Context: an optimization exercise on an open-source flow, tuned for small area and a short achievable clock period. The choices shown serve that exercise and are no tape-out recipe. At most, simulation tests tie the RTL to the original design; equivalence was not proved. Power is estimated from default activity; no workload was simulated.

the previous run:
## mfb_frame_gen_top
module mfb_frame_gen_top (
    input  logic          CLK,
    input  logic          RESET,
    input  logic          START,
    input  logic [31:0]   FRAMES,
    input  logic [15:0]   LEN_MIN,
    input  logic [15:0]   LEN_MAX,
    output logic          BUSY,
    output logic          DONE,
    output logic [31:0]   SENT_CNT,
    output logic [1023:0] TX_DATA,
    output logic [5:0]    TX_SOF_POS,
    output logic [11:0]   TX_EOF_POS,
    output logic [1:0]    TX_SOF,
    output logic [1:0]    TX_EOF,
    output logic          TX_SRC_RDY,
    input  logic          TX_DST_RDY
);
export LEC_CHECK = 0
export ABC_CLOCK_PERIOD_IN_PS = 3000
export CAP_MARGIN = 20
export CORE_AREA = 4 4 326 326
export DIE_AREA = 0 0 330 330
export SLEW_MARGIN = 20
create_clock -name core_clock -period 12.0 [get_ports {CLK}]
standard.sh (not shown) runs the stock make flow with config.mk's settings and CLKGATE_MAP_FILE= SYNTH_SCRIPT=/design/flow/synth_recipe.tcl, a recipe that flattens the netlist after the stock synthesis.
==> flow/flow/run.sh <==
#!/bin/bash
# The standard ORFS layout (standard.sh, with the standard synthesis), with
#  - the smallest buffer on the ports,
#  - the TX_DATA pins that one register or gate drives placed side by side
#    (place_pins -group_pins), so that those nets stay short, and
set -euo pipefail

# Item i of region r is TX_DATA[(r*64+i)*8 +: 8]. Bit b < 3 of an item comes
# from a register (or its complement) shared by the items with the same
# i mod 2^b; bit 3 is shared by the items with the same i mod 16 (as i/8 mod
# 2, i mod 8) and bit 4 by those with the same i mod 32; only the groups for bits 0-2 are made here.
groups=""
group() {  # $1: bit, $2: modulus; one group per residue
    local r=$3 b=$1 n=$2 g i list
    for ((g = 0; g < n; g++)); do
        list=""
        for ((i = g; i < 64; i += n)); do
            list+=" TX_DATA[$(( (r * 64 + i) * 8 + b ))]"
        done
        groups+=" -group_pins {${list# }}"
    done
}
for r in 0 1; do
    group 0 1 $r
    group 1 2 $r
    group 2 4 $r
    :
    :
done

bash standard.sh \
  "BUFFER_PORTS_ARGS=-buffer_cell sky130_fd_sc_hd__buf_1" \
  "PLACE_PINS_ARGS=${groups# }" \
  SETUP_SLACK_MARGIN=7.3 \
  finish > make.log 2>&1
The previous run is listed as incomplete: the tool reported an error in I/O pin placement and the run ended there.
Setup changes, the previous run to the current run
==> flow/flow/run.sh <==
#!/bin/bash
set -euo pipefail
bash standard.sh \
  "BUFFER_PORTS_ARGS=-buffer_cell sky130_fd_sc_hd__buf_1" \
  SETUP_SLACK_MARGIN=7.3 \
  finish > make.log 2>&1
==> comparison <==
- The current run: done, clean on timing, DRC and antenna
- From the current run to the previous run, initial core utilization did not move at all.
- The previous run -> the current run: gate count of the mapped netlist delta 0, exact match
- Delta (the current run minus the previous run): die height essentially unchanged; post-synth design cell area essentially unchanged; distinct cell type count after synthesis essentially unchanged.
Function was not checked in any run of this note: the RTL went through the layout flow alone.

* * *

mfb_frame_gen_top, a different RTL version from the one above (not shown whole).
For scale: ~180 flip-flops, about 23,000 sq um of cells after synthesis.
export LEC_CHECK = 0
export ABC_CLOCK_PERIOD_IN_PS = 3000
export CAP_MARGIN = 20
export CORE_AREA = 4 4 396 396
export DIE_AREA = 0 0 400 400
export SLEW_MARGIN = 20
create_clock -name core_clock -period 12.0 [get_ports {CLK}]
==> flow/flow/run.sh <==
#!/bin/bash
set -euo pipefail
bash standard.sh \
  "BUFFER_PORTS_ARGS=-buffer_cell sky130_fd_sc_hd__buf_1" \
  SETUP_SLACK_MARGIN=7 \
  finish > make.log 2>&1
Rerun with:
==> flow/flow/run.sh (replaced) <==
#!/bin/bash
set -euo pipefail
bash standard.sh \
  "BUFFER_PORTS_ARGS=-buffer_cell sky130_fd_sc_hd__buf_1" \
  SETUP_SLACK_MARGIN=5 \
  finish > make.log 2>&1
Worst hold slack loses 9.6 ps.
Synthesized area stays the same.
Synthesized cell count stays the same.

* * *

Another version of the RTL of mfb_frame_gen_top (not shown whole).
Size: about 25,000 µm² of cells after synthesis.
clock: 12.0 ns
lec_check: 0
abc_clock_period_in_ps: 3000
cap_margin: 20
core_area: 4 4 326 326
die_area: 0 0 330 330
slew_margin: 20
==> flow/flow/run.sh <==
#!/bin/bash
# The standard ORFS layout (standard.sh, with the standard synthesis), with
#  - the smallest buffer on the ports,
#  - the TX_DATA pins that one register or gate drives placed side by side
#    (place_pins -group_pins), so that those nets stay short, and
set -euo pipefail

# Item i of region r is TX_DATA[(r*64+i)*8 +: 8]. Bit b < 3 of an item comes
# from a register (or its complement) shared by the items with the same
# i mod 2^b; bit 3 is shared by the items with the same i mod 16 (as i/8 mod
# 2, i mod 8) and bit 4 by those with the same i mod 32; only the groups for bits 0-2 are made here.
groups=""
group() {  # $1: bit, $2: modulus; one group per residue
    local r=$3 b=$1 n=$2 g i k list
    for ((g = 0; g < n; g++)); do
        list=""
        k=0
        for ((i = g; i < 64; i += n)); do
            list+=" TX_DATA[$(( (r * 64 + i) * 8 + b ))]"
            # at most 16 pins a group, which place_pins can always fit
            if (( ++k == 16 )); then
                groups+=" -group_pins {${list# }}"
                list=""
                k=0
            fi
        done
        if [[ -n $list ]]; then groups+=" -group_pins {${list# }}"; fi
    done
}
for r in 0 1; do
    group 0 1 $r
    group 1 2 $r
    group 2 4 $r
    :
    :
done

bash standard.sh \
  "BUFFER_PORTS_ARGS=-buffer_cell sky130_fd_sc_hd__buf_1" \
  "PLACE_PINS_ARGS=${groups# }" \
  SETUP_SLACK_MARGIN=7.6 \
  finish > make.log 2>&1
Edit:
--- a/flow/flow/run.sh
+++ b/flow/flow/run.sh
@@ -41 +41 @@
-  SETUP_SLACK_MARGIN=7.6 \
+  SETUP_SLACK_MARGIN=7.9 \
Outcome: The changed run finished with timing, DRC and antenna clean; wire length increases by 15%; utilization increases by 7.8 points; synthesized area does not change; combinational power increases by 25%; count of clock-buffer cells in the layout decreases by 17; clock power decreases by about 6%; via count increases by 8.3%; cell count increases by 5.7%; clock skew decreases by 0.018 ns; first-iteration DRC count decreases by 4.9%.
Edit:
--- a/flow/flow/run.sh
+++ b/flow/flow/run.sh
@@ -41 +41 @@
-  SETUP_SLACK_MARGIN=7.9 \
+  SETUP_SLACK_MARGIN=7.5 \
Settings changed: CORE_AREA 4 4 326 326 to 4 4 320 320, DIE_AREA 0 0 330 330 to 0 0 324 324.
- The new run passed the timing, design-rule and antenna checks
- maximum frequency went down by 1.4%
- clock skew went up by 0.011 ns
- cell area goes down by 24%
- worst setup slack is worse by 0.063 ns
- hold slack is about the same
- global-route usage drops by 2.1 points
- routed wire length goes down by 17%
- first-iteration DRC count drops by 2.5%
- register-to-register slack loses 0.07 ns
Edit:
Settings changed: CORE_AREA 4 4 320 320 to 4 4 341 341, DIE_AREA 0 0 324 324 to 0 0 345 345.
Effect: Sequential cell count stays the same; final area came out higher by a few percent; clock power shrinks by a few percent; worst hold slack loses 0.0049 ns; routed wire length went up by a few percent; register-to-register slack is worse by 0.04 ns.

* * *

## run 1
Starting RTL as in the previous note.
Settings: LEC_CHECK=0, ABC_CLOCK_PERIOD_IN_PS=3000, CAP_MARGIN=20, CORE_AREA=4 4 326 326, DIE_AREA=0 0 330 330, SLEW_MARGIN=20; clock period 12.0 ns.
==> flow/flow/run.sh <==
#!/bin/bash
# The standard ORFS layout (standard.sh, with the standard synthesis), with
#  - the smallest buffer on the ports,
#  - the TX_DATA pins that one register or gate drives placed side by side
#    (place_pins -group_pins), so that those nets stay short, and
set -euo pipefail

# Item i of region r is TX_DATA[(r*64+i)*8 +: 8]. Bit b < 3 of an item comes
# from a register (or its complement) shared by the items with the same
# i mod 2^b; bit 3 is shared by the items with the same i mod 16 (as i/8 mod
# 2, i mod 8) and bit 4 by those with the same i mod 32; only the groups for bits 0-2 are made here.
groups=""
group() {  # $1: bit, $2: modulus; one group per residue
    local r=$3 b=$1 n=$2 g i k list
    for ((g = 0; g < n; g++)); do
        list=""
        k=0
        for ((i = g; i < 64; i += n)); do
            list+=" TX_DATA[$(( (r * 64 + i) * 8 + b ))]"
            # at most 16 pins a group, which place_pins can always fit
            if (( ++k == 16 )); then
                groups+=" -group_pins {${list# }}"
                list=""
                k=0
            fi
        done
        if [[ -n $list ]]; then groups+=" -group_pins {${list# }}"; fi
    done
}
for r in 0 1; do
    group 0 1 $r
    group 1 2 $r
    group 2 4 $r
    :
    :
done

bash standard.sh \
  "BUFFER_PORTS_ARGS=-buffer_cell sky130_fd_sc_hd__buf_1" \
  "PLACE_PINS_ARGS=${groups# }" \
  SETUP_SLACK_MARGIN=7.5 \
  SKIP_CTS_REPAIR_TIMING=1 \
  finish > make.log 2>&1
The final layout from run 1, which completed every stage, passed the timing, design-rule and antenna checks at the end of the flow.
Here is what was changed in the inputs of run 2 compared with run 1.
-- flow/flow/run.sh --
<<< run 1, line 41
  SETUP_SLACK_MARGIN=7.5 \
  SKIP_CTS_REPAIR_TIMING=1 \
>>> run 2, line 41
  SETUP_SLACK_MARGIN=7.7 \
Changes observed in run 2 relative to run 1: placed instance area barely changed; number of search-and-repair iterations in the first detailed-routing pass increased by 1 relative to the old numbers; critical path depth saw an increase; source-to-sink clock delay at the later pin of the worst-skew pair went down; post-route minimum period decreased by 0.13 ns relative to the old numbers.
[run 2 vs run 1] number of nets in the finished design: higher in run 2
--- input diff run 2..run 3 ---
Settings: CORE_AREA now 4 4 314 314, was 4 4 326 326; DIE_AREA now 0 0 318 318, was 0 0 330 330.
-- flow/flow/run.sh --
<<< run 2, line 41
  SETUP_SLACK_MARGIN=7.7 \
>>> run 3, line 41
  SETUP_SLACK_MARGIN=7.5 \
- Run 3: aborted in I/O pin placement (3_2_place_iop) (tool error)
- Compared with run 2, in run 3 xor and xnor fraction of the mapped netlist area did not really move; area fraction in compound gates after synthesis roughly the same; multiplexer share of the synthesized area did not really move; die boundary height dropped about 3.6%.
[inputs] run 4 vs run 3
Settings: DIE_AREA: 0 0 318 318 -> 0 0 330 330; CORE_AREA: 4 4 314 314 -> 4 4 326 326.
-- flow/flow/run.sh --
<<< run 3, line 41
  SETUP_SLACK_MARGIN=7.5 \
>>> run 4, line 41
  SETUP_SLACK_MARGIN=7.6 \
  SKIP_CTS_REPAIR_TIMING=1 \
==> results.txt <==
Run 4 | stages: all done | timing, DRC, antenna: all pass
Summary of run 4 over run 3: xor and xnor fraction of the mapped netlist area closely matched the old numbers; average size of a mapped cell closely matched the old numbers; proportion of synthesized flip-flops having asynchronous set or reset closely matched the old numbers; synthesis-stage register bit count closely matched the old numbers.
On count of cell types in the netlist, run 3 and run 4 are neck and neck.
Changes observed in run 4 relative to run 3: initial standard-cell utilization of the core now sits lower; count of standard-cell rows now sits higher; chip width now sits higher; area after synthesis now sits at about the same level.
Run 4: height of the die is 3.8% higher than what run 3 reported.
Re simple-gate area share of the yosys netlist: no difference whatsoever between run 4 and run 3.
Changes in run 5 relative to run 4:
-- flow/flow/run.sh --
<<< run 4, line 41
  SETUP_SLACK_MARGIN=7.6 \
  SKIP_CTS_REPAIR_TIMING=1 \
>>> run 5, line 41
  SETUP_SLACK_MARGIN=7.5 \
### Flow results
Compared with run 4, area of combinational cells with multiple inputs in run 5 decreased slightly.
Going from run 4 to run 5, wire length of the first global-routing pass flat; period utilization stayed essentially flat; post-route cell area went down by about 3%.
Run 4 and run 5 ended up with roughly the same cell total after placement.
[run 5] initial antenna violation count fell 2 relative to run 4
In the tables for run 5 and run 4, routed wire length reads higher with run 4.
Fmax: run 4 vs run 5 — no meaningful difference
Of the two values seen for uppermost layer routed, met5 was produced by run 4 and met4 by run 5.
Between run 5 and run 4, wire length on met2 is higher for run 4, run 5 comes in under that.
On global routing usage summed across all routing layers, the higher figure sits with run 4, not run 5.
[inputs] run 6 vs run 5
-- flow/flow/run.sh --
<<< run 5, line 41
  SETUP_SLACK_MARGIN=7.5 \
>>> run 6, line 41
  SETUP_SLACK_MARGIN=7.3 \
Notes after the runs:
- On wire length, run 5 beats run 6.
- Run 5 → run 6: number of cells upsized or downsized after cts down 51, number of global-route vias before repair shows no meaningful change, layout cell share with drive strength beyond 1 decreased 3.4 points.

-- what the ideal ports hide --
No port has a modelled driver above. Below, the same layouts with a new extraction and two added sets of constraints.
Step 1 assumes that a clkbuf_16 drives the clock port and a buf_2 every other input.
Step 2 adds t to the input delays and takes it off the output delays; t is the mean of the earliest and latest rising clock arrival at the registers after step 1. Input paths then give back, and output paths get back, about the clock's delay inside the block.
a / b / c = ideal / step 1 / step 2; a / b = the first two.
run	t, ns	slack for setup (ns)	clock arrival spread, ns
the current run	0.627	7.103 / 7.043 / 6.840	0.034 / 0.033
the first run of note 2	0.558	6.307 / 6.307 / 6.307	0.029 / 0.029
the second run of note 2	0.556	5.183 / 5.125 / 5.492	0.017 / 0.017
the first run of note 3	0.613	7.580 / 7.513 / 7.066	0.037 / 0.037
the second run of note 3	0.649	7.523 / 7.461 / 7.179	0.019 / 0.019
the third run of note 3	0.629	7.460 / 7.402 / 6.983	0.030 / 0.030
the fourth run of note 3	0.651	7.428 / 7.372 / 6.978	0.055 / 0.055
run 1	0.645	7.434 / 7.372 / 6.999	0.014 / 0.014
run 2	0.623	7.568 / 7.511 / 7.081	0.015 / 0.015
run 4	0.623	7.495 / 7.423 / 7.090	0.044 / 0.045
run 5	0.647	7.500 / 7.436 / 6.994	0.015 / 0.015
run 6	0.641	7.252 / 7.193 / 6.854	0.027 / 0.027
After both steps every run listed still meets setup and hold. For the first run of note 3, which loses most, drivers alone change the setup slack by -0.067 ns; drivers and shift together by -0.514 ns.
